From an optimization exercise on the open Yosys and OpenROAD flow, aimed at small area; shortcuts taken in it are not production practice.
In this exercise RTL edits were held to simulation tests only and were not proved equivalent to the original.
No driver is modelled on the clock port, so clocking that relies on it looks cheaper here than on a real chip.
Power figures rest on the tool's default switching activity, not on a simulated workload.

`flow/flow/run.sh`:
```
#!/bin/bash
# The standard layout, with small port buffers and a clock tree built from
# small clock buffers without dummy loads. Everything else is the standard
# flow (standard.sh, which also runs the standard synthesis unchanged).
set -euo pipefail
export BUFFER_PORTS_ARGS="-buffer_cell sky130_fd_sc_hd__buf_1"
export CTS_ARGS="-sink_clustering_enable -repair_clock_nets -dont_use_dummy_load -buf_list {sky130_fd_sc_hd__clkbuf_8 sky130_fd_sc_hd__clkbuf_16} -root_buf sky130_fd_sc_hd__clkbuf_16 -sink_clustering_buffer sky130_fd_sc_hd__clkbuf_8 -sink_clustering_size 14 -sink_clustering_max_diameter 80"
bash standard.sh > standard.log 2>&1
```
`flow/standard.sh`:
```
#!/bin/bash
# synth_recipe.tcl (not shown) runs the flow's synth.tcl, then flattens the netlist and writes it again
# the make line also repeats each setting of config.mk as NAME=value (left out here)
make -C /OpenROAD-flow-scripts/flow DESIGN_CONFIG=/design/flow/config.mk WORK_HOME=/design/flow/orfs CLKGATE_MAP_FILE= SYNTH_SCRIPT=/design/flow/synth_recipe.tcl "${@:-finish}"
```
`flow/config.mk`:
```
export PLATFORM = sky130hd
export DESIGN_NAME = rf_top
export DESIGN_NICKNAME = rf_top
export VERILOG_FILES = /design/flow/design.v
export SDC_FILE = /design/flow/constraint.sdc
export NUM_CORES = 4
export LEC_CHECK = 0
export CAP_MARGIN = 20
export CORE_MARGIN = 2
export CORE_UTILIZATION = 50
export SLEW_MARGIN = 20
export SYNTH_HIERARCHICAL = 1
export SYNTH_MINIMUM_KEEP_SIZE = 0
```
`flow/constraint.sdc`:
```
create_clock -name core_clock -period 7.0 [get_ports {clk_i}]
set_input_delay 1.4000 -clock core_clock [delete_from_list [all_inputs] [get_ports {clk_i}]]
set_output_delay 1.4000 -clock core_clock [all_outputs]
set_load 0.01 [all_outputs]
```
`flow/design.v`:
```
package rf_pkg;
  parameter int unsigned DataWidth = 32;
  parameter int unsigned MaxRegAddrWidth = 5;
  parameter int unsigned MaxNumRegs = 2 ** MaxRegAddrWidth;
  parameter int unsigned NumIrqFast = 15;
  typedef logic [MaxRegAddrWidth-1:0] reg_addr_t;
  typedef logic [DataWidth-1:0] reg_data_t;
endpackage
`timescale 1ns/10ps
module rf_clock_ctrl (
  input  logic                          clk_i,
  input  logic                          rst_ni,
  input  logic                          fetch_enable_i,
  input  logic                          core_busy_i,
  input  logic                          debug_req_i,
  input  logic                          irq_pending_i,
  input  logic                          irq_nm_i,
  input  logic [rf_pkg::NumIrqFast-1:0] irq_fast_i,
  output logic                          clock_en_o,
  output logic                          core_sleep_o
);
  logic fetch_enable_q;
  logic core_busy_q;
  logic irq_any;
  logic wake;
  always_ff @(posedge clk_i or negedge rst_ni) begin
    if (!rst_ni) begin
      fetch_enable_q <= 1'b0;
    end else if (fetch_enable_i) begin
      fetch_enable_q <= 1'b1;
    end
  end
  always_ff @(posedge clk_i or negedge rst_ni) begin
    if (!rst_ni) begin
      core_busy_q <= 1'b0;
    end else begin
      core_busy_q <= core_busy_i;
    end
  end
  assign irq_any = irq_pending_i | irq_nm_i | (|irq_fast_i);
  assign wake = fetch_enable_q & (core_busy_q | debug_req_i | irq_any);
  assign clock_en_o   = wake;
  assign core_sleep_o = ~wake;
endmodule
`timescale 1ns/10ps
module rf_register_file #(
  parameter bit RV32E = 1'b0
) (
  input  logic              clk_i,
  input  logic              rst_ni,
  input  logic              clock_en_i,
  input  logic              we_i,
  input  rf_pkg::reg_addr_t waddr_i,
  input  rf_pkg::reg_data_t wdata_i,
  input  rf_pkg::reg_addr_t raddr_a_i,
  output rf_pkg::reg_data_t rdata_a_o,
  input  rf_pkg::reg_addr_t raddr_b_i,
  output rf_pkg::reg_data_t rdata_b_o
);
  localparam int unsigned NumRegs = RV32E ? 16 : rf_pkg::MaxNumRegs;
  rf_pkg::reg_data_t    rf_reg [NumRegs];
  logic [NumRegs-1:1]   valid_q;
  logic [NumRegs-1:1]   we_dec;
  logic [NumRegs-1:1]   sel_a;
  logic [NumRegs-1:1]   sel_b;
  logic                 write_valid;
  assign write_valid = we_i & clock_en_i;
  logic [3:0] wlo_n;
  logic [7:0] whi_n;
  rf_predec_n u_wdec (
    .en_i   ( write_valid ),
    .addr_i ( waddr_i     ),
    .lo_no  ( wlo_n       ),
    .hi_no  ( whi_n       )
  );
  for (genvar i = 1; i < NumRegs; i++) begin : gen_regs
    logic valid_d;
    rf_nor2 u_we (
      .a_i ( wlo_n[i % 4] ),
      .b_i ( whi_n[i / 4] ),
      .y_o ( we_dec[i]    )
    );
    rf_or2 u_valid_d (
      .a_i ( valid_q[i] ),
      .b_i ( we_dec[i]  ),
      .y_o ( valid_d    )
    );
    always_ff @(posedge clk_i or negedge rst_ni) begin
      if (!rst_ni) begin
        valid_q[i] <= 1'b0;
      end else begin
        valid_q[i] <= valid_d;
      end
    end
    always_ff @(posedge clk_i) begin
      if (we_dec[i]) begin
        rf_reg[i] <= wdata_i;
      end
    end
  end
  assign rf_reg[0] = '0;
  logic [3:0] ralo, rblo;
  logic [7:0] rahi, rbhi;
  rf_predec u_rdec_a (
    .addr_i ( raddr_a_i ),
    .lo_o   ( ralo      ),
    .hi_o   ( rahi      )
  );
  rf_predec u_rdec_b (
    .addr_i ( raddr_b_i ),
    .lo_o   ( rblo      ),
    .hi_o   ( rbhi      )
  );
  for (genvar i = 1; i < NumRegs; i++) begin : gen_sel
    rf_and3 u_sel_a (
      .a_i ( valid_q[i]  ),
      .b_i ( ralo[i % 4] ),
      .c_i ( rahi[i / 4] ),
      .y_o ( sel_a[i]    )
    );
    rf_and3 u_sel_b (
      .a_i ( valid_q[i]  ),
      .b_i ( rblo[i % 4] ),
      .c_i ( rbhi[i / 4] ),
      .y_o ( sel_b[i]    )
    );
  end
  for (genvar j = 0; j < rf_pkg::DataWidth; j++) begin : gen_read_bits
    logic [NumRegs-1:1] col;
    for (genvar i = 1; i < NumRegs; i++) begin : gen_col
      assign col[i] = rf_reg[i][j];
    end
    rf_read_bit #(.NumRegs(NumRegs)) u_read_a (.sel_i(sel_a), .data_i(col), .data_o(rdata_a_o[j]));
    rf_read_bit #(.NumRegs(NumRegs)) u_read_b (.sel_i(sel_b), .data_i(col), .data_o(rdata_b_o[j]));
  end
endmodule
module rf_read_bit #(
  parameter int unsigned NumRegs = 32
) (
  input  logic [NumRegs-1:1] sel_i,
  input  logic [NumRegs-1:1] data_i,
  output logic               data_o
);
  localparam int unsigned NumIn     = NumRegs - 1;
  localparam int unsigned NumFull   = NumIn / 3;
  localparam int unsigned NumRem    = NumIn % 3;
  localparam int unsigned NumGroups = NumFull + ((NumRem != 0) ? 1 : 0);
  logic [NumGroups-1:0] group_n;
  for (genvar g = 0; g < NumFull; g++) begin : gen_groups
    rf_aoi222 u_aoi (
      .a0_i ( sel_i[3*g+1] ), .b0_i ( data_i[3*g+1] ),
      .a1_i ( sel_i[3*g+2] ), .b1_i ( data_i[3*g+2] ),
      .a2_i ( sel_i[3*g+3] ), .b2_i ( data_i[3*g+3] ),
      .y_no ( group_n[g]   )
    );
  end
  if (NumRem == 2) begin : gen_rem2
    rf_aoi22 u_aoi (
      .a0_i ( sel_i[3*NumFull+1] ), .b0_i ( data_i[3*NumFull+1] ),
      .a1_i ( sel_i[3*NumFull+2] ), .b1_i ( data_i[3*NumFull+2] ),
      .y_no ( group_n[NumFull]   )
    );
  end else if (NumRem == 1) begin : gen_rem1
    rf_nand2 u_nand (
      .a_i  ( sel_i[3*NumFull+1]  ),
      .b_i  ( data_i[3*NumFull+1] ),
      .y_no ( group_n[NumFull]    )
    );
  end
  assign data_o = ~(&group_n);
endmodule
module rf_aoi222 (
  input  logic a0_i,
  input  logic b0_i,
  input  logic a1_i,
  input  logic b1_i,
  input  logic a2_i,
  input  logic b2_i,
  output logic y_no
);
  assign y_no = ~((a0_i & b0_i) | (a1_i & b1_i) | (a2_i & b2_i));
endmodule
module rf_aoi22 (
  input  logic a0_i,
  input  logic b0_i,
  input  logic a1_i,
  input  logic b1_i,
  output logic y_no
);
  assign y_no = ~((a0_i & b0_i) | (a1_i & b1_i));
endmodule
module rf_nand2 (
  input  logic a_i,
  input  logic b_i,
  output logic y_no
);
  assign y_no = ~(a_i & b_i);
endmodule
module rf_predec (
  input  rf_pkg::reg_addr_t addr_i,
  output logic [3:0]        lo_o,
  output logic [7:0]        hi_o
);
  always_comb begin
    for (int unsigned k = 0; k < 4; k++) lo_o[k] = (addr_i[1:0] == 2'(k));
    for (int unsigned m = 0; m < 8; m++) hi_o[m] = (addr_i[4:2] == 3'(m));
  end
endmodule
module rf_predec_n (
  input  logic              en_i,
  input  rf_pkg::reg_addr_t addr_i,
  output logic [3:0]        lo_no,
  output logic [7:0]        hi_no
);
  always_comb begin
    for (int unsigned k = 0; k < 4; k++) lo_no[k] = ~(en_i & (addr_i[1:0] == 2'(k)));
    for (int unsigned m = 0; m < 8; m++) hi_no[m] = ~(addr_i[4:2] == 3'(m));
  end
endmodule
module rf_nor2 (
  input  logic a_i,
  input  logic b_i,
  output logic y_o
);
  assign y_o = ~(a_i | b_i);
endmodule
module rf_or2 (
  input  logic a_i,
  input  logic b_i,
  output logic y_o
);
  assign y_o = a_i | b_i;
endmodule
module rf_and3 (
  input  logic a_i,
  input  logic b_i,
  input  logic c_i,
  output logic y_o
);
  assign y_o = a_i & b_i & c_i;
endmodule
`timescale 1ns/10ps
module rf_top #(
  parameter bit RV32E = 1'b0
) (
  input  logic                          clk_i,
  input  logic                          rst_ni,
  input  logic                          fetch_enable_i,
  input  logic                          core_busy_i,
  input  logic                          debug_req_i,
  input  logic                          irq_pending_i,
  input  logic                          irq_nm_i,
  input  logic [rf_pkg::NumIrqFast-1:0] irq_fast_i,
  input  logic                          we_i,
  input  rf_pkg::reg_addr_t             waddr_i,
  input  rf_pkg::reg_data_t             wdata_i,
  input  rf_pkg::reg_addr_t             raddr_a_i,
  output rf_pkg::reg_data_t             rdata_a_o,
  input  rf_pkg::reg_addr_t             raddr_b_i,
  output rf_pkg::reg_data_t             rdata_b_o,
  output logic                          core_sleep_o
);
  logic clock_en;
  rf_clock_ctrl u_clock_ctrl (
    .clk_i          ( clk_i          ),
    .rst_ni         ( rst_ni         ),
    .fetch_enable_i ( fetch_enable_i ),
    .core_busy_i    ( core_busy_i    ),
    .debug_req_i    ( debug_req_i    ),
    .irq_pending_i  ( irq_pending_i  ),
    .irq_nm_i       ( irq_nm_i       ),
    .irq_fast_i     ( irq_fast_i     ),
    .clock_en_o     ( clock_en       ),
    .core_sleep_o   ( core_sleep_o   )
  );
  rf_register_file #(
    .RV32E ( RV32E )
  ) u_register_file (
    .clk_i      ( clk_i     ),
    .rst_ni     ( rst_ni    ),
    .clock_en_i ( clock_en  ),
    .we_i       ( we_i      ),
    .waddr_i    ( waddr_i   ),
    .wdata_i    ( wdata_i   ),
    .raddr_a_i  ( raddr_a_i ),
    .rdata_a_o  ( rdata_a_o ),
    .raddr_b_i  ( raddr_b_i ),
    .rdata_b_o  ( rdata_b_o )
  );
endmodule
```
==> results of run 1 <==
-- logic make-up after synthesis --
logic type | Yosys count | share of synthesized area
AND/OR/NAND/NOR | 489 | 0.0698
flip-flops | 1025 | 0.769
AO/OA/AOI/OAI | 642 | 0.161
-- how the worst max path moves through the flow --
stage,startpoint,endpoint,slack (ps),cells after the start
2_1_floorplan,raddr_a_i[4],rdata_a_o[0],2640,5
3_3_place_gp,raddr_a_i[3],rdata_a_o[17],1590,8
3_5_place_dp,raddr_a_i[1],rdata_a_o[30],1520,7
4_1_cts,raddr_a_i[1],rdata_a_o[17],1520,7
5_1_grt,raddr_a_i[1],rdata_a_o[30],1370,7
6_report,raddr_a_i[0],rdata_a_o[15],1270,7
-- routing by layer --
| metal | part of all wire | global-route usage | routed length [um] | vias up |
|---|---|---|---|---|
| met1 | 0.35 | 0.471 | 50900 | 14596 |
| met5 | 0 | 0.00407 | 0 | - |
| met3 | 0.15 | 0.0999 | 22600 | 439 |
| li1 | - | - | - | 11225 |
| met2 | 0.44 | 0.518 | 64600 | 2967 |
| met4 | 0.059 | 0.185 | 8690 | 0 |
-- cells in the mapped netlist --
cell type  number  area [um2]
nand3b_1        5        37.5
nand3_1        66         330
o31ai_1         1        7.51
or3_1          65         407
nor2b_1         4        25.0
and3_2          2        15.0
nand2_1        66         248
or2_2           1        6.26
or3b_1          4        35.0
and3_1         62         388
or3_4           1        11.3
nand4_1       128         801
nor3_1          2        10.0
o31a_1          1        8.76
or2_1          31         194
a222oi_1      640        6410
edfxtp_1      992       29800
and3b_2         6        60.1
nor4_1          4        25.0
nor2_1         33         124
dfrtp_1        33         826
nor3b_1         6        45.0
and2_1          3        18.8
-- critical path, delay by kind of cell --
family	cells	cell delay (ps)
and+or+nand+nor	4	2300
buffers and inverters	2	340
AOI/OAI and AO/OA	1	250
-- power by group --
group / switching (mW) / internal (mW) / total, mW / leakage, nW
logic: 0.550 / 0.200 / 0.750 / 3.75
clock network: 1.89 / 1.19 / 3.08 / 0.643
registers: 0.0449 / 6.80 / 6.85 / 9.32
-- Yosys stat by module (local to each module, per instance), a selection --
module	area, um2	flops+latches	cells	times used
rf_clock_ctrl	116	2	12	1
rf_predec_n	88.8	0	12	1
rf_predec	87.6	0	12	2
rf_aoi222	10.0	0	1	640
rf_and3	6.26	0	1	62
rf_or2	6.26	0	1	31
rf_nand2	3.75	0	1	64
rf_nor2	3.75	0	1	31
-- stage by stage --
stage	total power, mW	area (um2)	setup slack (ps)	instances	util
CTS	10.6	44100	1520	3553	0.559
finish	10.7	44100	1270	3556	0.559
global route	10.9	44100	1370	3553	0.559
floorplan	7.25	39800	2640	2156	-
detailed placement	7.69	42900	1520	3470	0.544
global placement	7.68	42800	1590	3468	0.543
-- layout make-up --
| type | instances | share of cell area |
|---|---|---|
| Clock buffer | 83 | 0.0282 |
| Sequential cell | 1025 | 0.694 |
| Tap cell | 1050 | 0.0298 |
| Multi-Input combinational cell | 1131 | 0.214 |
| Antenna cell | 3 | 0.000170 |
| Timing Repair Buffer | 264 | 0.0338 |
==> impl_metrics.py, run 1 <==
metrics = {
    "logic_synthesis": {
        "yosysUniqueCellTypes": 23,
        "synth_fp_nets": 2226,
        "synth-warning-count": 12,
        "syn_inst": 2156,
        "yosysSeqAreaShare": 0.769,
        "synth_seq_cells": 1025,
        "syn_area_um2": 39800,
        "postSynthAreaPerCell_um2": 18.5,
    },
    "final_layout": {
        "num-nets-final": 2575,
        "layout_commonest_cell": "edfxtp_1",
        "multiInputGateArea_um2": 9450,
        "seqCellArea_um2": 30600,
        "fillers": 6200,
        "layout_common_cells": "edfxtp_1 (992), a222oi_1 (640), buf_1 (129)",
        "largest_reg_flops": 992,
        "area_delta_synth_final_pct": 10.8,
        "layout-drive-gt1-share": 0.108,
    },
    "hold_path": {
        "hold_path_end": "u_register_file.valid_q[25]",
        "min_path_cells": 1,
        "hp-start": "u_register_file.valid_q[25]",
        "hp-class": "register to register",
    },
    "timing": {
        "clock-skew-final_ps": 41.4,
        "report.final.hold_viol_count": 0,
        "min_period_ps": 5730,
        "max_slew.worst_pin.slew_ps": 1250,
        "relSlewSlack": 0.165,
        "whs_ps": 483,
        "maxSlewViolCount": 0,
        "tns_ps": 0,
        "period_share": 0.818,
        "fmax_ghz": 0.175,
        "setup_violations": 0,
        "rsz0062_at_grt": "false",
    },
    "setup_path": {
        "worstReg2RegEnd": "u_register_file.rf_reg[7][25]",
        "path_cells": "buf_1, nor2b_1, and3_2, a222oi_1, nand4_1, or3_1, buf_1",
        "critPathArrivalTime_ps": 4330,
        "ff2ff_path_depth": 6,
        "r2r-start": "u_clock_ctrl.core_busy_q",
        "worstSetupEndpointType": "primary output",
        "slowest_delay_ps": 1120,
        "worstPathRequired_ps": 5600,
        "cpMostUsedCell": "buf_1",
        "reg2reg_slack_ps": 3660,
        "startpoint_type": "input pin",
        "worst-path-max-fanout": 32,
        "path_class": "input pin to primary output",
        "cp_slowest_cell": "and3_2",
    },
    "clock_network": {
        "ctsHoldBuffers": 0,
        "clock_sinks": 1025,
        "clock_latency_ps": 620,
        "htree_num_levels": 3,
        "post_cts_buffers": 0,
        "cts_inserted_buffers": 83,
        "cts_resized": 0,
        "clockRootBuffer": "clkbuf_16",
        "cts.path.max_buffers": 3,
        "clk_pin_slew_ps": 90,
        "cts_tree": "built",
    },
    "die": {
        "die_h_um": 286,
        "dieArea_um2": 81900,
        "core_um2": 78900,
        "die_x_um": 286,
        "fp-row-count": 103,
        "pin_count": 135,
        "initial_utilization": 0.505,
    },
    "global_route": {
        "overflow": 0,
        "grt_pass1_vias": 28136,
        "grt_start_max_net_pins": 34,
        "grt_use_total": 0.349,
        "grt_first_pass_wirelength_um": 203000,
        "grt_antenna_before_repair": 2,
    },
    "route": {
        "detailedRoute.firstIterationViolations": 7896,
        "vias": 29227,
        "wl_per_cell_um": 41.3,
        "ant_nets": 0,
        "vias_per_cell": 8.22,
        "detail_route.wirelength_um": 147000,
        "drt_pass1_iterations": 13,
        "drc": 0,
    },
    "place": {
        "hpwl_um": 80100,
        "portBuffers": 134,
        "place.gp.congestion": 0.960,
    },
    "pwr": {
        "power_density_nw_per_um2": 242,
        "p_leak_nw": 13.7,
        "irDropWorstVdd_uv": 147,
    },
    "run": {
        "drv_cap": 0,
    },
    "run_status": {
        "status": "finished clean",
    },
}
==> run 2: changes to the inputs <==
==> flow/flow/run.sh (replaced) <==
#!/bin/bash
# The standard layout, with small port buffers, a clock tree built from
# small clock buffers without dummy loads, and an area recovery pass after
# CTS (post_cts.tcl). Everything else is the standard flow (standard.sh,
# which also runs the standard synthesis unchanged).
set -euo pipefail
export BUFFER_PORTS_ARGS="-buffer_cell sky130_fd_sc_hd__buf_1"
export CTS_ARGS="-sink_clustering_enable -repair_clock_nets -dont_use_dummy_load -buf_list {sky130_fd_sc_hd__clkbuf_8 sky130_fd_sc_hd__clkbuf_16} -root_buf sky130_fd_sc_hd__clkbuf_16 -sink_clustering_buffer sky130_fd_sc_hd__clkbuf_8 -sink_clustering_size 14 -sink_clustering_max_diameter 80"
export POST_CTS_TCL="$PWD/flow/post_cts.tcl"
bash standard.sh > standard.log 2>&1
==> flow/flow/mcap.tcl (new file) <==
set ::mcap(sky130_fd_sc_hd__a2111o_1) 0.1757910000
set ::mcap(sky130_fd_sc_hd__a2111oi_0) 0.0210670000
set ::mcap(sky130_fd_sc_hd__a2111oi_1) 0.0311380000
set ::mcap(sky130_fd_sc_hd__a211o_1) 0.1767070000
set ::mcap(sky130_fd_sc_hd__a211oi_1) 0.0476170000
set ::mcap(sky130_fd_sc_hd__a21bo_1) 0.1831150000
set ::mcap(sky130_fd_sc_hd__a21boi_0) 0.0485330000
set ::mcap(sky130_fd_sc_hd__a21boi_1) 0.0759990000
set ::mcap(sky130_fd_sc_hd__a21o_1) 0.1776220000
set ::mcap(sky130_fd_sc_hd__a21oi_1) 0.0741680000
set ::mcap(sky130_fd_sc_hd__a221o_1) 0.1583960000
set ::mcap(sky130_fd_sc_hd__a221oi_1) 0.0549420000
set ::mcap(sky130_fd_sc_hd__a222oi_1) 0.0659280000
set ::mcap(sky130_fd_sc_hd__a22o_1) 0.1593120000
set ::mcap(sky130_fd_sc_hd__a22oi_1) 0.0888160000
set ::mcap(sky130_fd_sc_hd__a2bb2o_1) 0.1583960000
set ::mcap(sky130_fd_sc_hd__a2bb2oi_1) 0.0695900000
set ::mcap(sky130_fd_sc_hd__a311o_1) 0.1428320000
set ::mcap(sky130_fd_sc_hd__a311oi_1) 0.0439550000
set ::mcap(sky130_fd_sc_hd__a31o_1) 0.1602270000
set ::mcap(sky130_fd_sc_hd__a31oi_1) 0.0659280000
set ::mcap(sky130_fd_sc_hd__a32o_1) 0.1510720000
set ::mcap(sky130_fd_sc_hd__a32oi_1) 0.0851540000
set ::mcap(sky130_fd_sc_hd__a41o_1) 0.1657200000
set ::mcap(sky130_fd_sc_hd__a41oi_1) 0.0659280000
set ::mcap(sky130_fd_sc_hd__and2_0) 0.1089580000
set ::mcap(sky130_fd_sc_hd__and2_1) 0.1583960000
set ::mcap(sky130_fd_sc_hd__and2b_1) 0.1693830000
set ::mcap(sky130_fd_sc_hd__and3_1) 0.1574810000
set ::mcap(sky130_fd_sc_hd__and3b_1) 0.1574810000
set ::mcap(sky130_fd_sc_hd__and4_1) 0.1611430000
set ::mcap(sky130_fd_sc_hd__and4b_1) 0.1556500000
set ::mcap(sky130_fd_sc_hd__and4bb_1) 0.1565650000
set ::mcap(sky130_fd_sc_hd__buf_1) 0.1300150000
set ::mcap(sky130_fd_sc_hd__clkbuf_1) 0.1300150000
set ::mcap(sky130_fd_sc_hd__clkdlybuf4s15_1) 0.1602270000
set ::mcap(sky130_fd_sc_hd__clkdlybuf4s18_1) 0.1602270000
set ::mcap(sky130_fd_sc_hd__clkdlybuf4s25_1) 0.1519870000
set ::mcap(sky130_fd_sc_hd__clkdlybuf4s50_1) 0.1565650000
set ::mcap(sky130_fd_sc_hd__clkinv_1) 0.1904400000
set ::mcap(sky130_fd_sc_hd__conb_1) 1.9038000000
set ::mcap(sky130_fd_sc_hd__dfbbn_1) 0.1684670000
set ::mcap(sky130_fd_sc_hd__dfbbp_1) 0.1684670000
set ::mcap(sky130_fd_sc_hd__dfrbp_1) 0.1657200000
set ::mcap(sky130_fd_sc_hd__dfrtn_1) 0.1748760000
set ::mcap(sky130_fd_sc_hd__dfrtp_1) 0.1748760000
set ::mcap(sky130_fd_sc_hd__dfsbp_1) 0.1666360000
set ::mcap(sky130_fd_sc_hd__dfstp_1) 0.1675510000
set ::mcap(sky130_fd_sc_hd__dfxbp_1) 0.1593120000
set ::mcap(sky130_fd_sc_hd__dfxtp_1) 0.1620580000
set ::mcap(sky130_fd_sc_hd__dlclkp_1) 0.1529030000
set ::mcap(sky130_fd_sc_hd__dlrbn_1) 0.1620580000
set ::mcap(sky130_fd_sc_hd__dlrbp_1) 0.1611430000
set ::mcap(sky130_fd_sc_hd__dlrtn_1) 0.1583960000
set ::mcap(sky130_fd_sc_hd__dlrtp_1) 0.1574810000
set ::mcap(sky130_fd_sc_hd__dlxbn_1) 0.1611430000
set ::mcap(sky130_fd_sc_hd__dlxbp_1) 0.1611430000
set ::mcap(sky130_fd_sc_hd__dlxtn_1) 0.1620580000
set ::mcap(sky130_fd_sc_hd__dlxtp_1) 0.1602270000
set ::mcap(sky130_fd_sc_hd__dlygate4sd1_1) 0.1593120000
set ::mcap(sky130_fd_sc_hd__dlygate4sd2_1) 0.1593120000
set ::mcap(sky130_fd_sc_hd__dlygate4sd3_1) 0.1547340000
set ::mcap(sky130_fd_sc_hd__dlymetal6s2s_1) 0.1574810000
set ::mcap(sky130_fd_sc_hd__dlymetal6s4s_1) 0.1565650000
set ::mcap(sky130_fd_sc_hd__dlymetal6s6s_1) 0.1602270000
set ::mcap(sky130_fd_sc_hd__ebufn_1) 0.0759990000
set ::mcap(sky130_fd_sc_hd__edfxbp_1) 0.1702980000
set ::mcap(sky130_fd_sc_hd__edfxtp_1) 0.1712140000
set ::mcap(sky130_fd_sc_hd__einvn_0) 0.0503640000
set ::mcap(sky130_fd_sc_hd__einvn_1) 0.0741680000
set ::mcap(sky130_fd_sc_hd__einvp_1) 0.0769140000
set ::mcap(sky130_fd_sc_hd__fa_1) 0.1565650000
set ::mcap(sky130_fd_sc_hd__fah_1) 0.1629740000
set ::mcap(sky130_fd_sc_hd__fahcin_1) 0.0714210000
set ::mcap(sky130_fd_sc_hd__fahcon_1) 0.0686750000
set ::mcap(sky130_fd_sc_hd__ha_1) 0.1574810000
set ::mcap(sky130_fd_sc_hd__inv_1) 0.1812840000
set ::mcap(sky130_fd_sc_hd__maj3_1) 0.1556500000
set ::mcap(sky130_fd_sc_hd__mux2_1) 0.1730450000
set ::mcap(sky130_fd_sc_hd__mux2i_1) 0.0686750000
set ::mcap(sky130_fd_sc_hd__mux4_1) 0.1611430000
set ::mcap(sky130_fd_sc_hd__nand2_1) 0.1666360000
set ::mcap(sky130_fd_sc_hd__nand2b_1) 0.1501560000
set ::mcap(sky130_fd_sc_hd__nand3_1) 0.1464940000
set ::mcap(sky130_fd_sc_hd__nand3b_1) 0.1437480000
set ::mcap(sky130_fd_sc_hd__nand4_1) 0.1245220000
set ::mcap(sky130_fd_sc_hd__nand4b_1) 0.1245220000
set ::mcap(sky130_fd_sc_hd__nand4bb_1) 0.1236060000
set ::mcap(sky130_fd_sc_hd__nor2_1) 0.0860700000
set ::mcap(sky130_fd_sc_hd__nor2b_1) 0.0824070000
set ::mcap(sky130_fd_sc_hd__nor3_1) 0.0521950000
set ::mcap(sky130_fd_sc_hd__nor3b_1) 0.0494480000
set ::mcap(sky130_fd_sc_hd__nor4_1) 0.0366310000
set ::mcap(sky130_fd_sc_hd__nor4b_1) 0.0338840000
set ::mcap(sky130_fd_sc_hd__nor4bb_1) 0.0366310000
set ::mcap(sky130_fd_sc_hd__o2111a_1) 0.1611430000
set ::mcap(sky130_fd_sc_hd__o2111ai_1) 0.0714210000
set ::mcap(sky130_fd_sc_hd__o211a_1) 0.1831150000
set ::mcap(sky130_fd_sc_hd__o211ai_1) 0.0741680000
set ::mcap(sky130_fd_sc_hd__o21a_1) 0.1629740000
set ::mcap(sky130_fd_sc_hd__o21ai_0) 0.0503640000
set ::mcap(sky130_fd_sc_hd__o21ai_1) 0.0805760000
set ::mcap(sky130_fd_sc_hd__o21ba_1) 0.1565650000
set ::mcap(sky130_fd_sc_hd__o21bai_1) 0.0778300000
set ::mcap(sky130_fd_sc_hd__o221a_1) 0.1529030000
set ::mcap(sky130_fd_sc_hd__o221ai_1) 0.0705060000
set ::mcap(sky130_fd_sc_hd__o22a_1) 0.1620580000
set ::mcap(sky130_fd_sc_hd__o22ai_1) 0.0732520000
set ::mcap(sky130_fd_sc_hd__o2bb2a_1) 0.1565650000
set ::mcap(sky130_fd_sc_hd__o2bb2ai_1) 0.0759990000
set ::mcap(sky130_fd_sc_hd__o311a_1) 0.1556500000
set ::mcap(sky130_fd_sc_hd__o311ai_0) 0.0293070000
set ::mcap(sky130_fd_sc_hd__o311ai_1) 0.0457860000
set ::mcap(sky130_fd_sc_hd__o31a_1) 0.1492410000
set ::mcap(sky130_fd_sc_hd__o31ai_1) 0.0476170000
set ::mcap(sky130_fd_sc_hd__o32a_1) 0.1501560000
set ::mcap(sky130_fd_sc_hd__o32ai_1) 0.0467020000
set ::mcap(sky130_fd_sc_hd__o41a_1) 0.1474100000
set ::mcap(sky130_fd_sc_hd__o41ai_1) 0.0338840000
set ::mcap(sky130_fd_sc_hd__or2_0) 0.1007180000
set ::mcap(sky130_fd_sc_hd__or2_1) 0.1648050000
set ::mcap(sky130_fd_sc_hd__or2b_1) 0.1693830000
set ::mcap(sky130_fd_sc_hd__or3_1) 0.1675510000
set ::mcap(sky130_fd_sc_hd__or3b_1) 0.1675510000
set ::mcap(sky130_fd_sc_hd__or4_1) 0.1675510000
set ::mcap(sky130_fd_sc_hd__or4b_1) 0.1675510000
set ::mcap(sky130_fd_sc_hd__or4bb_1) 0.1675510000
set ::mcap(sky130_fd_sc_hd__sdfbbn_1) 0.1684670000
set ::mcap(sky130_fd_sc_hd__sdfbbp_1) 0.1684670000
set ::mcap(sky130_fd_sc_hd__sdfrbp_1) 0.1812840000
set ::mcap(sky130_fd_sc_hd__sdfrtn_1) 0.1822000000
set ::mcap(sky130_fd_sc_hd__sdfrtp_1) 0.1831150000
set ::mcap(sky130_fd_sc_hd__sdfsbp_1) 0.1684670000
set ::mcap(sky130_fd_sc_hd__sdfstp_1) 0.1675510000
set ::mcap(sky130_fd_sc_hd__sdfxbp_1) 0.1593120000
set ::mcap(sky130_fd_sc_hd__sdfxtp_1) 0.1629740000
set ::mcap(sky130_fd_sc_hd__sdlclkp_1) 0.1547340000
set ::mcap(sky130_fd_sc_hd__sedfxbp_1) 0.1702980000
set ::mcap(sky130_fd_sc_hd__sedfxtp_1) 0.1712140000
set ::mcap(sky130_fd_sc_hd__xnor2_1) 0.0695900000
set ::mcap(sky130_fd_sc_hd__xnor3_1) 0.1547340000
set ::mcap(sky130_fd_sc_hd__xor2_1) 0.0769140000
set ::mcap(sky130_fd_sc_hd__xor3_1) 0.1510720000
==> flow/flow/post_cts.tcl (new file) <==
# Area recovery after CTS: a gate or buffer (not a clock buffer or register)
# whose output load is under 30% of the max capacitance of the same function's
# smallest size is swapped to that size. The smaller cell sits inside the old
# footprint, so placement stays legal; global routing's repairs follow.
source [file join [file dirname [info script]] mcap.tcl]
estimate_parasitics -placement
set n 0
set saved 0.0
foreach inst [get_cells *] {
  set ref [get_property $inst ref_name]
  if {![regexp {^(sky130_fd_sc_hd__[a-z0-9]+)_([0-9]+)$} $ref -> base drive]} { continue }
  if {$drive <= 1} { continue }
  if {[string match "*clk*" $base] || [string match "*df*" $base] || [string match "*dl*" $base]} { continue }
  set out [get_pins -of $inst -filter "direction == output"]
  if {[llength $out] != 1} { continue }
  set net [get_nets -of $out]
  if {$net eq ""} { continue }
  set cap [expr {[$net pin_capacitance [sta::cmd_scene] max] + [$net wire_capacitance [sta::cmd_scene] max]}]
  set cand ""
  foreach d {1 0} {
    if {[info exists ::mcap(${base}_$d)] && [get_lib_cells -quiet ${base}_$d] ne ""} {
      set cand ${base}_$d
      break
    }
  }
  if {$cand eq ""} { continue }
  if {$cap < 0.3 * $::mcap($cand) * 1e-12} {
    set a0 [get_property [get_lib_cells $ref] area]
    set a1 [get_property [get_lib_cells $cand] area]
    replace_cell $inst [get_lib_cells $cand]
    set saved [expr {$saved + $a0 - $a1}]
    incr n
  }
}
puts "post_cts: downsized $n cells, $saved um2"
estimate_parasitics -placement
report_worst_slack
report_check_types -max_slew -max_capacitance
==> run 2 against run 1 <==
  * Count of clock-buffer cells in the layout did not move
  * Clock power barely moved
  * Core utilization fell by 0.33 points
  * Power barely moved
  * Area after synthesis did not move
  * Non-clock buffer count did not move
  * Final area fell by 0.59%
  * Critical path depth did not move
  * Maximum frequency rose by 0.54%
  * Highest routed layer unchanged
==> impl_metrics.py, run 2 <==
metrics = {
    "timing": {
        "tns_ps": 0,
        "fmax_ghz": 0.176,
        "maxSlewViolCount": 0,
        "whs_ps": 487,
        "rsz0062_at_grt": "false",
        "setup_violations": 0,
        "max_slew.worst_pin.slew_ps": 1240,
        "report.final.hold_viol_count": 0,
        "period_share": 0.814,
        "relSlewSlack": 0.176,
        "min_period_ps": 5700,
        "clock-skew-final_ps": 42.6,
    },
    "global_route": {
        "overflow": 0,
        "grt_pass1_vias": 28149,
        "grt_antenna_before_repair": 2,
        "grt_use_total": 0.350,
        "grt_start_max_net_pins": 34,
        "grt_first_pass_wirelength_um": 203000,
    },
    "final_layout": {
        "num-nets-final": 2575,
        "layout_commonest_cell": "edfxtp_1",
        "layout-drive-gt1-share": 0.0879,
        "layout_common_cells": "edfxtp_1 (992), a222oi_1 (640), buf_1 (145)",
        "area_delta_synth_final_pct": 10.2,
        "largest_reg_flops": 992,
    },
    "setup_path": {
        "worstPathRequired_ps": 5600,
        "crit_buf_inv": 2,
        "worst_path_dominant_cell_family": "simple AND/OR/NAND/NOR gates",
        "worst-path-max-fanout": 32,
        "slowest_delay_ps": 1120,
        "path_cells": "buf_1, nor2b_1, and3_2, a222oi_1, nand4_1, or3_1, buf_1",
        "cpMostUsedCell": "buf_1",
        "critPathArrivalTime_ps": 4300,
        "r2r-start": "u_clock_ctrl.core_busy_q",
        "worstSetupEndpointType": "primary output",
        "worstSetupStartpoint": "raddr_a_i[0]",
        "startpoint_type": "input pin",
        "cp_slowest_cell": "and3_2",
        "path_class": "input pin to primary output",
    },
    "logic_synthesis": {
        "synth-async-reset-ratio": 0.0322,
        "syn_area_um2": 39800,
        "yosysTopAreaCellShare": 0.748,
        "postSynthAreaPerCell_um2": 18.5,
        "yosys-top-cells-count": "edfxtp_1 (992), a222oi_1 (640), nand4_1 (128)",
        "synth_fp_nets": 2226,
        "yosysTopAreaCell": "edfxtp_1",
        "syn_inst": 2156,
        "synth_edf_count": 992,
        "yosysMostFrequentCell": "edfxtp_1",
        "synthFlopType": "edfxtp_1",
        "yosysUniqueCellTypes": 23,
        "yosysSeqAreaShare": 0.769,
        "synth-warning-count": 12,
        "synth_seq_cells": 1025,
        "synth_area_leaders": "edfxtp_1 (75%), a222oi_1 (16%), dfrtp_1 (2.1%), nand4_1 (2.0%), or3_1 (1.0%)",
    },
    "die": {
        "die_x_um": 286,
        "initial_utilization": 0.505,
        "pin_count": 135,
        "die_h_um": 286,
        "core_um2": 78900,
        "fp-row-count": 103,
        "dieArea_um2": 81900,
    },
    "route": {
        "ant_nets": 0,
        "vias_per_cell": 8.22,
        "detail_route.wirelength_um": 147000,
        "vias": 29218,
        "drt_pass1_iterations": 17,
        "detailedRoute.firstIterationViolations": 7766,
        "wl_per_cell_um": 41.3,
        "drc": 0,
    },
    "pwr": {
        "irDropWorstVdd_uv": 148,
        "p_leak_nw": 13.6,
        "power_density_nw_per_um2": 243,
    },
    "place": {
        "place.gp.congestion": 0.960,
        "portBuffers": 134,
        "hpwl_um": 80100,
    },
    "run": {
        "drv_cap": 0,
    },
    "clock_network": {
        "clk_pin_slew_ps": 100,
        "clock_sinks": 1025,
        "clock_latency_ps": 630,
        "cts_tree": "built",
    },
    "hold_path": {
        "hp-class": "register to register",
        "hp-start": "u_register_file.valid_q[26]",
    },
    "run_status": {
        "status": "finished clean",
    },
}
## run 2: changes by cell type in the layout (fill, tap and decap cells not counted), moves of 6 or more
cell     before  now
nor2_1        2   26
nor2_4       31    7
buf_1       129  145
buf_4       128  112
and3b_1       0    6
and3b_2       6    0
## run 2: final cells by class
type                       instances  area [um2]
timing repair buffer             264        1430
clock buffer                      83        1240
sequential                      1025       30600
multi-input combinational       1131        9250
fill                            6247       35000
antenna                            1        2.50
tap                             1050        1310
## run 2: layer usage
layer,track usage,up-vias,part of all wire,routed length [um]
met3,0.0997,465,0.16,23300
met2,0.519,3016,0.44,64500
met4,0.183,0,0.059,8730
met5,0.00407,-,0,0
met1,0.472,14513,0.34,50200
li1,-,11224,-,-
## run 2: cells by family (layout without fill, tap and decap cells)
group / count (synthesis) / after routing / synth area share
AOI/OAI and AO/OA: 642 / 642 / 0.161
other: 0 / 1 / 0
buffers and inverters: 0 / 347 / 0
and+or+nand+nor: 489 / 489 / 0.0698
DFF: 1025 / 1025 / 0.769
## run 2: report_power, final
part	switching, mW	total [mW]	internal (mW)	leakage [nW]
Combinational	0.542	0.738	0.197	3.69
Clock	1.89	3.08	1.19	0.643
Sequential	0.0453	6.85	6.80	9.32
Total	2.48	10.7	8.18	13.6
## run 2: Yosys stat by module, one instance, submodules excluded, a selection
module | cell area, um2 | times used
rf_predec | 87.6 | 2
rf_clock_ctrl | 116 | 1
rf_and3 | 6.26 | 62
rf_aoi222 | 10.0 | 640
rf_nand2 | 3.75 | 64
rf_predec_n | 88.8 | 1
rf_or2 | 6.26 | 31
rf_nor2 | 3.75 | 31
## run 2: through the flow
stage	cells	setup WS (ps)	util	cell area, um2	total power, mW
5_1_grt	3553	1360	0.556	43900	10.9
6_report	3554	1300	0.556	43900	10.7
2_1_floorplan	2156	2640	-	39800	7.25
3_5_place_dp	3470	1520	0.544	42900	7.69
3_3_place_gp	3468	1590	0.543	42800	7.68
## run 2: worst paths after layout
check	slack (ps)	cells past startpoint	endpoint
min in group asynchronous	890	1	u_clock_ctrl.fetch_enable_q
min	490	1	u_register_file.valid_q[26]
max reg2reg	3880	6	u_register_file.rf_reg[7][25]
max	1300	7	rdata_a_o[15]
min reg2reg	490	1	u_register_file.valid_q[26]
max in group asynchronous	5500	1	u_register_file.valid_q[4]
## run 2: worst register-to-register path: stages (launching register included)
cell and delay [ps]:
dfrtp_1 340, or3_1 120, o31a_1 130, and2_1 170, nand3_1 480, nor2_4 1020
buf_4 480
==> run 3: changes to the inputs <==
--- a/flow/design.v
+++ b/flow/design.v
@@ -65,31 +65,17 @@
   logic [NumRegs-1:1]   sel_b;
   logic                 write_valid;
   assign write_valid = we_i & clock_en_i;
-  logic [3:0] wlo_n;
-  logic [7:0] whi_n;
-  rf_predec_n u_wdec (
-    .en_i   ( write_valid ),
-    .addr_i ( waddr_i     ),
-    .lo_no  ( wlo_n       ),
-    .hi_no  ( whi_n       )
-  );
+  always_comb begin
+    for (int unsigned i = 1; i < NumRegs; i++) begin
+      we_dec[i] = write_valid & (waddr_i == rf_pkg::reg_addr_t'(i));
+    end
+  end
   for (genvar i = 1; i < NumRegs; i++) begin : gen_regs
-    logic valid_d;
-    rf_nor2 u_we (
-      .a_i ( wlo_n[i % 4] ),
-      .b_i ( whi_n[i / 4] ),
-      .y_o ( we_dec[i]    )
-    );
-    rf_or2 u_valid_d (
-      .a_i ( valid_q[i] ),
-      .b_i ( we_dec[i]  ),
-      .y_o ( valid_d    )
-    );
     always_ff @(posedge clk_i or negedge rst_ni) begin
       if (!rst_ni) begin
         valid_q[i] <= 1'b0;
-      end else begin
-        valid_q[i] <= valid_d;
+      end else if (we_dec[i]) begin
+        valid_q[i] <= 1'b1;
       end
     end
     always_ff @(posedge clk_i) begin
@@ -99,31 +85,11 @@
     end
   end
   assign rf_reg[0] = '0;
-  logic [3:0] ralo, rblo;
-  logic [7:0] rahi, rbhi;
-  rf_predec u_rdec_a (
-    .addr_i ( raddr_a_i ),
-    .lo_o   ( ralo      ),
-    .hi_o   ( rahi      )
-  );
-  rf_predec u_rdec_b (
-    .addr_i ( raddr_b_i ),
-    .lo_o   ( rblo      ),
-    .hi_o   ( rbhi      )
-  );
-  for (genvar i = 1; i < NumRegs; i++) begin : gen_sel
-    rf_and3 u_sel_a (
-      .a_i ( valid_q[i]  ),
-      .b_i ( ralo[i % 4] ),
-      .c_i ( rahi[i / 4] ),
-      .y_o ( sel_a[i]    )
-    );
-    rf_and3 u_sel_b (
-      .a_i ( valid_q[i]  ),
-      .b_i ( rblo[i % 4] ),
-      .c_i ( rbhi[i / 4] ),
-      .y_o ( sel_b[i]    )
-    );
+  always_comb begin
+    for (int unsigned i = 1; i < NumRegs; i++) begin
+      sel_a[i] = valid_q[i] & (raddr_a_i == rf_pkg::reg_addr_t'(i));
+      sel_b[i] = valid_q[i] & (raddr_b_i == rf_pkg::reg_addr_t'(i));
+    end
   end
   for (genvar j = 0; j < rf_pkg::DataWidth; j++) begin : gen_read_bits
     logic [NumRegs-1:1] col;
@@ -195,49 +161,6 @@
   output logic y_no
 );
   assign y_no = ~(a_i & b_i);
-endmodule
-module rf_predec (
-  input  rf_pkg::reg_addr_t addr_i,
-  output logic [3:0]        lo_o,
-  output logic [7:0]        hi_o
-);
-  always_comb begin
-    for (int unsigned k = 0; k < 4; k++) lo_o[k] = (addr_i[1:0] == 2'(k));
-    for (int unsigned m = 0; m < 8; m++) hi_o[m] = (addr_i[4:2] == 3'(m));
-  end
-endmodule
-module rf_predec_n (
-  input  logic              en_i,
-  input  rf_pkg::reg_addr_t addr_i,
-  output logic [3:0]        lo_no,
-  output logic [7:0]        hi_no
-);
-  always_comb begin
-    for (int unsigned k = 0; k < 4; k++) lo_no[k] = ~(en_i & (addr_i[1:0] == 2'(k)));
-    for (int unsigned m = 0; m < 8; m++) hi_no[m] = ~(addr_i[4:2] == 3'(m));
-  end
-endmodule
-module rf_nor2 (
-  input  logic a_i,
-  input  logic b_i,
-  output logic y_o
-);
-  assign y_o = ~(a_i | b_i);
-endmodule
-module rf_or2 (
-  input  logic a_i,
-  input  logic b_i,
-  output logic y_o
-);
-  assign y_o = a_i | b_i;
-endmodule
-module rf_and3 (
-  input  logic a_i,
-  input  logic b_i,
-  input  logic c_i,
-  output logic y_o
-);
-  assign y_o = a_i & b_i & c_i;
 endmodule
 `timescale 1ns/10ps
 module rf_top #(
==> run 3 against run 2 <==
  * Maximum frequency is 2.4% lower
  * Die area is 0.74% higher
  * Still clean on timing, DRC and antenna
  * Synthesized cell count grew 1.5%
  * Non-clock buffer count fell by 43
  * Via count decreased by 1.6%
==> impl_metrics.py, run 3 <==
metrics = {
    "hold_path": {
        "hp-class": "register to register",
        "hp-start": "u_register_file.valid_q[12]",
        "min_path_cells": 2,
        "hold_path_end": "u_register_file.valid_q[12]",
    },
    "route": {
        "vias": 28746,
        "dr_wl_met3_um": 20300,
        "detailedRoute.firstIterationViolations": 8100,
        "drc": 0,
        "wl_per_cell_um": 40.6,
        "detail_route.wirelength_um": 144000,
        "ant_nets": 0,
        "wl_met2_um": 64400,
        "drt_pass1_iterations": 13,
        "vias_per_cell": 8.13,
        "wl_met1_um": 50400,
        "top_layer": "met4",
    },
    "logic_synthesis": {
        "syn_area_um2": 40100,
        "synth-warning-count": 10,
        "synth-async-reset-ratio": 0.0322,
        "yosysTopAreaCell": "edfxtp_1",
        "yosysSeqAreaShare": 0.763,
        "yosysUniqueCellTypes": 33,
        "yosysMostFrequentCell": "edfxtp_1",
        "synth_area_leaders": "edfxtp_1 (74%), a222oi_1 (16%), dfrtp_1 (2.1%), nand4_1 (2.0%), and3_1 (1.0%)",
        "synth_edf_count": 992,
        "synth_seq_cells": 1025,
        "syn_inst": 2189,
        "synth_fp_nets": 2259,
        "yosysTopAreaCellShare": 0.743,
        "yosys-top-cells-count": "edfxtp_1 (992), a222oi_1 (640), nand4_1 (129)",
        "postSynthAreaPerCell_um2": 18.3,
        "synthFlopType": "edfxtp_1",
    },
    "setup_path": {
        "worstReg2RegEnd": "u_register_file.rf_reg[12][6]",
        "critPathArrivalTime_ps": 4440,
        "path_class": "input pin to primary output",
        "ff2ff_path_depth": 6,
        "worst-path-max-fanout": 32,
        "reg2reg_slack_ps": 4610,
        "r2r-start": "u_clock_ctrl.core_busy_q",
        "worstSetupEndpointType": "primary output",
        "worstPathRequired_ps": 5600,
        "startpoint_type": "input pin",
    },
    "global_route": {
        "grt_antenna_before_repair": 0,
        "grt_first_pass_wirelength_um": 198000,
        "overflow": 0,
        "grt_use_total": 0.338,
        "grt_start_max_net_pins": 34,
        "grt_pass1_vias": 27734,
    },
    "timing": {
        "min_period_ps": 5840,
        "clock-skew-final_ps": 38.6,
        "fmax_ghz": 0.171,
        "max_slew.worst_pin.slew_ps": 1200,
        "report.final.hold_viol_count": 0,
        "maxSlewViolCount": 0,
        "whs_ps": 498,
        "period_share": 0.834,
        "setup_violations": 0,
        "relSlewSlack": 0.202,
        "tns_ps": 0,
        "rsz0062_at_grt": "false",
    },
    "pwr": {
        "irDropWorstVdd_uv": 143,
        "power_mw": 10.6,
        "p_leak_nw": 13.5,
        "power_density_nw_per_um2": 242,
    },
    "final_layout": {
        "area_delta_synth_final_pct": 9.26,
        "layout_commonest_cell": "edfxtp_1",
        "largest_reg_flops": 992,
        "post-route-util": 0.553,
        "layout-drive-gt1-share": 0.0903,
        "layout_common_cells": "edfxtp_1 (992), a222oi_1 (640), buf_1 (130)",
        "num-nets-final": 2552,
    },
    "place": {
        "portBuffers": 134,
        "hpwl_um": 79500,
        "place.gp.congestion": 1.01,
    },
    "die": {
        "dieArea_um2": 82500,
        "fp-row-count": 103,
        "core_um2": 79300,
        "die_x_um": 287,
        "pin_count": 135,
        "initial_utilization": 0.506,
        "die_h_um": 287,
    },
    "clock_network": {
        "clock_latency_ps": 610,
        "cts_tree": "built",
        "clk_pin_slew_ps": 100,
        "clock_sinks": 1025,
    },
    "run": {
        "drv_cap": 0,
    },
    "run_status": {
        "status": "finished clean",
    },
}
[run 3: layout make-up]
class                      instances  area [um2]
fill                            6238       35400
sequential                      1025       30600
multi-input combinational       1147        9440
tap                             1050        1310
clock buffer                      83        1240
timing repair buffer             221        1190
inverter                           4        15.0
antenna                            4        10.0
[run 3: through the flow]
step | instances | worst slack (ps) | instance area (um2)
finish | 3534 | 1160 | 43800
global route | 3530 | 1170 | 43800
detailed placement | 3447 | 1430 | 42800
global placement | 3444 | 1450 | 42800
floorplan | 2189 | 1390 | 40100
[run 3: Yosys stat by module, one instance, submodules excluded, excerpt]
module         times used  cells  flip-flops and latches
rf_clock_ctrl           1     12                       2
rf_aoi222             640      1                       0
rf_nand2               64      1                       0
[run 3: layer usage]
| metal | vias up | global-route usage |
|---|---|---|
| met1 | 14394 | 0.461 |
| li1 | 11276 | - |
| met4 | 0 | 0.178 |
| met2 | 2684 | 0.512 |
| met5 | - | 0 |
| met3 | 392 | 0.0760 |
[run 3: critical path, stage by stage]
cell	delay [ps]
buf_1	240
nor3b_1	660
and3_2	1070
a222oi_1	220
nand4_1	310
or3_1	290
buf_1	180
[run 3: logic make-up after synthesis]
kind of cell	Yosys count	share of synthesized area
AOI/OAI and AO/OA	673	0.167
buffers and inverters	17	0.00218
DFF	1025	0.763
and+or+nand+nor	474	0.0677
[run 3: worst max-delay path by stage]
stage	from	to	slack, ps	depth (start not counted)
2_1_floorplan	irq_fast_i[5]	u_register_file.rf_reg[12][0]	1390	6
3_3_place_gp	raddr_b_i[0]	rdata_b_o[21]	1450	7
3_5_place_dp	raddr_a_i[0]	rdata_a_o[25]	1430	7
5_1_grt	raddr_a_i[0]	rdata_a_o[28]	1170	8
6_report	raddr_a_i[0]	rdata_a_o[25]	1160	7
[run 3: power by group]
group | switching (mW) | total (mW) | internal, mW
combinational | 0.520 | 0.713 | 0.193
clock | 1.88 | 3.06 | 1.19
sequential | 0.0489 | 6.84 | 6.80
total | 2.44 | 10.6 | 8.17
==> run 4: changes to the inputs <==
--- a/flow/flow/run.sh
+++ b/flow/flow/run.sh
@@ -1,6 +1,6 @@
 #!/bin/bash
 # The standard layout, with small port buffers, a clock tree built from
-# small clock buffers without dummy loads, and an area recovery pass after
+# small clock buffers without dummy loads, and area recovery passes after
 # CTS (post_cts.tcl). Everything else is the standard flow (standard.sh,
 # which also runs the standard synthesis unchanged).
 set -euo pipefail
--- a/flow/flow/post_cts.tcl
+++ b/flow/flow/post_cts.tcl
@@ -1,8 +1,32 @@
-# Area recovery after CTS: a gate or buffer (not a clock buffer or register)
-# whose output load is under 30% of the max capacitance of the same function's
-# smallest size is swapped to that size. The smaller cell sits inside the old
-# footprint, so placement stays legal; global routing's repairs follow.
+# Area recovery after CTS, in two passes. Placement is legalized afterwards;
+# global routing's repairs follow.
+#
+# 1. An input port buffer whose only load is one more buffer: that buffer is
+#    removed and the port buffer takes its size, so the port keeps a buffer.
+# 2. A gate or buffer (not a clock buffer or register) whose output load is
+#    under 30% of the max capacitance of the same function's smallest size is
+#    swapped to that size.
 source [file join [file dirname [info script]] mcap.tcl]
+estimate_parasitics -placement
+set n 0
+foreach port [get_ports -filter "direction == input"] {
+  set pnet [get_nets -quiet [get_full_name $port]]
+  if {$pnet eq ""} { continue }
+  set loads [get_pins -quiet -of $pnet -filter "direction == input"]
+  if {[llength $loads] != 1} { continue }
+  set pbuf [get_cells -of $loads]
+  if {![string match "sky130_fd_sc_hd__buf_*" [get_property $pbuf ref_name]]} { continue }
+  set n1 [get_nets -of [get_pins -of $pbuf -filter "direction == output"]]
+  set l1 [get_pins -quiet -of $n1 -filter "direction == input"]
+  if {[llength $l1] != 1} { continue }
+  set b [get_cells -of $l1]
+  set bref [get_property $b ref_name]
+  if {![string match "sky130_fd_sc_hd__buf_*" $bref]} { continue }
+  remove_buffers $b
+  replace_cell $pbuf [get_lib_cells $bref]
+  incr n
+}
+puts "post_cts: collapsed $n port buffer chains"
 estimate_parasitics -placement
 set n 0
 set saved 0.0
@@ -33,6 +57,8 @@
   }
 }
 puts "post_cts: downsized $n cells, $saved um2"
+detailed_placement
+check_placement -verbose
 estimate_parasitics -placement
 report_worst_slack
 report_check_types -max_slew -max_capacitance
==> run 4 against run 3 <==
  * Count of clock-buffer cells in the layout unchanged
  * Global-route usage about the same
  * First-iteration DRC count up 1.9%
==> impl_metrics.py, run 4 <==
metrics = {
    "setup_path": {
        "worst-path-max-fanout": 23,
        "worstPathRequired_ps": 5600,
        "ff2ff_path_depth": 6,
        "critPathArrivalTime_ps": 4390,
        "reg2reg_slack_ps": 4620,
        "path_class": "input pin to primary output",
        "startpoint_type": "input pin",
        "worstSetupEndpointType": "primary output",
        "worstReg2RegEnd": "u_register_file.rf_reg[12][6]",
        "r2r-start": "u_clock_ctrl.core_busy_q",
    },
    "global_route": {
        "grt_first_pass_wirelength_um": 197000,
        "grt_pass1_vias": 27690,
        "grt_use_total": 0.338,
        "grt_antenna_before_repair": 1,
        "grt_start_max_net_pins": 34,
        "overflow": 0,
    },
    "final_layout": {
        "fillers": 6238,
        "largest_reg_flops": 992,
        "layout_commonest_cell": "edfxtp_1",
        "area_delta_synth_final_pct": 9.01,
        "layout_common_cells": "edfxtp_1 (992), a222oi_1 (640), nand4_1 (129)",
        "layout-drive-gt1-share": 0.0913,
        "num-nets-final": 2526,
    },
    "timing": {
        "setup_violations": 0,
        "worst_slack_ps": 1210,
        "period_share": 0.827,
        "report.final.hold_viol_count": 0,
        "fmax_ghz": 0.173,
        "rsz0062_at_grt": "false",
        "clock-skew-final_ps": 31.1,
        "relSlewSlack": 0.188,
        "maxSlewViolCount": 0,
        "tns_ps": 0,
        "max_slew.worst_pin.slew_ps": 1220,
        "min_period_ps": 5790,
    },
    "clock_network": {
        "clk_pin_slew_ps": 100,
        "clock_sinks": 1025,
        "cts_tree": "built",
        "clock_latency_ps": 610,
    },
    "logic_synthesis": {
        "syn_inst": 2189,
        "synthFlopType": "edfxtp_1",
        "synth_edf_count": 992,
        "yosysMostFrequentCell": "edfxtp_1",
        "synth_fp_nets": 2259,
        "synth_seq_cells": 1025,
        "synth-async-reset-ratio": 0.0322,
        "syn_area_um2": 40100,
        "synth_area_leaders": "edfxtp_1 (74%), a222oi_1 (16%), dfrtp_1 (2.1%), nand4_1 (2.0%), and3_1 (1.0%)",
        "postSynthAreaPerCell_um2": 18.3,
        "yosysTopAreaCellShare": 0.743,
        "yosys-top-cells-count": "edfxtp_1 (992), a222oi_1 (640), nand4_1 (129)",
        "synth-warning-count": 10,
        "yosysUniqueCellTypes": 33,
        "yosysSeqAreaShare": 0.763,
        "yosysTopAreaCell": "edfxtp_1",
    },
    "pwr": {
        "p_leak_nw": 13.5,
        "power_density_nw_per_um2": 243,
        "irDropWorstVdd_uv": 145,
    },
    "route": {
        "detailedRoute.firstIterationViolations": 8257,
        "wl_per_cell_um": 41.0,
        "detail_route.wirelength_um": 144000,
        "drt_pass1_iterations": 14,
        "ant_nets": 0,
        "vias": 28707,
        "drc": 0,
        "vias_per_cell": 8.19,
    },
    "hold_path": {
        "hp-class": "register to register",
        "hold_path_end": "u_register_file.valid_q[12]",
        "min_path_cells": 2,
        "hp-start": "u_register_file.valid_q[12]",
    },
    "place": {
        "portBuffers": 134,
        "place_ws_ps": 1430,
        "hpwl_um": 79500,
        "place.gp.congestion": 1.01,
    },
    "die": {
        "dieArea_um2": 82500,
        "die_h_um": 287,
        "fp-row-count": 103,
        "initial_utilization": 0.506,
        "core_um2": 79300,
        "pin_count": 135,
        "die_x_um": 287,
    },
    "run_status": {
        "status": "finished clean",
    },
    "run": {
        "drv_cap": 0,
    },
}
run 4: report_power, final:
group / total [mW] / internal (mW) / switching [mW]
clock: 3.06 / 1.19 / 1.88
sequential: 6.85 / 6.80 / 0.0493
combinational: 0.708 / 0.190 / 0.519
run 4: worst max path at each step:
stage / slack [ps] / start / cells after the start / endpoint
after detailed placement: 1430 / raddr_a_i[0] / 7 / rdata_a_o[25]
after global placement: 1450 / raddr_b_i[0] / 7 / rdata_b_o[21]
after global routing: 1200 / raddr_a_i[4] / 8 / rdata_a_o[1]
after floorplan: 1390 / irq_fast_i[5] / 6 / u_register_file.rf_reg[12][0]
final: 1210 / raddr_a_i[0] / 8 / rdata_a_o[18]
run 4: area by class of cell:
cell class | count | area, um2 | share of cell area
flip-flops and latches | 1025 | 30600 | 0.700
well taps | 1050 | 1310 | 0.0300
multi-input cells | 1147 | 9440 | 0.216
inverters | 4 | 15.0 | 0.000343
repair buffers | 195 | 1090 | 0.0250
clock buffers | 83 | 1240 | 0.0284
diodes | 2 | 5.00 | 0.000114
run 4: Yosys stat by module (local to each module, per instance), excerpt:
module,flip-flops and latches,times used
rf_clock_ctrl,2,1
rf_aoi222,0,640
rf_nand2,0,64
run 4: metal layers:
metal	up-vias	wire length, um	track usage
met1	14418	50300	0.459
li1	11224	-	-
met3	373	21200	0.0781
met2	2692	64200	0.510
met4	0	8180	0.180
met5	-	0	0
run 4: cell families (layout without fill, tap and decap cells):
family                 Yosys count  in the layout  synth area share
and+or+nand+nor                474            474            0.0677
buffers and inverters           17            282           0.00218
DFF                           1025           1025             0.763
other                            0              2                 0
AOI/OAI and AO/OA              673            673             0.167
run 4: worst max-delay path: stages:
cell and delay (ps):
buf_1 240, nor3b_1 610, and3_2 930, buf_4 360, a222oi_1 150, nand4_1 250
or3_1 210, buf_1 190
run 4: through the flow:
stage / utilization / power (mW) / hold slack [ps] / std cells / area, um2
6_report: 0.552 / 10.6 / 500 / 3506 / 43700
5_1_grt: 0.552 / 10.9 / 509 / 3505 / 43700
3_5_place_dp: 0.540 / 7.68 / 471 / 3447 / 42800
3_3_place_gp: 0.540 / 7.67 / 470 / 3444 / 42800
2_1_floorplan: - / 7.26 / 436 / 2189 / 40100

## separate check: timing with driven ports
The results above use ideal ports. As a check the final layouts listed here were re-extracted and re-timed, cells and wires unchanged. Step 1: set_driving_cell puts a clkbuf_16 on clk_i and a buf_2 on each other input, an assumption about the parent block. Step 2 also shifts input and output timing later by t, the mid clock arrival at the registers, as if the neighbouring blocks saw the same clock. Slacks: ideal / step 1 / step 2; pairs: ideal / step 1.
| run | shift t [ns] | slack for setup (ns) | hold slack, ns |
|---|---|---|---|
| run 1 | 0.674 | 1.271 / 1.247 / 1.247 | 0.483 / 0.483 / 0.483 |
| run 2 | 0.679 | 1.302 / 1.278 / 1.278 | 0.487 / 0.487 / 0.487 |
| run 3 | 0.667 | 1.163 / 1.135 / 1.135 | 0.498 / 0.498 / 0.498 |
| run 4 | 0.676 | 1.214 / 1.185 / 1.185 | 0.500 / 0.500 / 0.500 |
After both steps setup and hold are still met in every run listed. The setup slack of run 4, which loses most, moves by -0.029 ns with the drivers and by -0.029 ns with both steps.
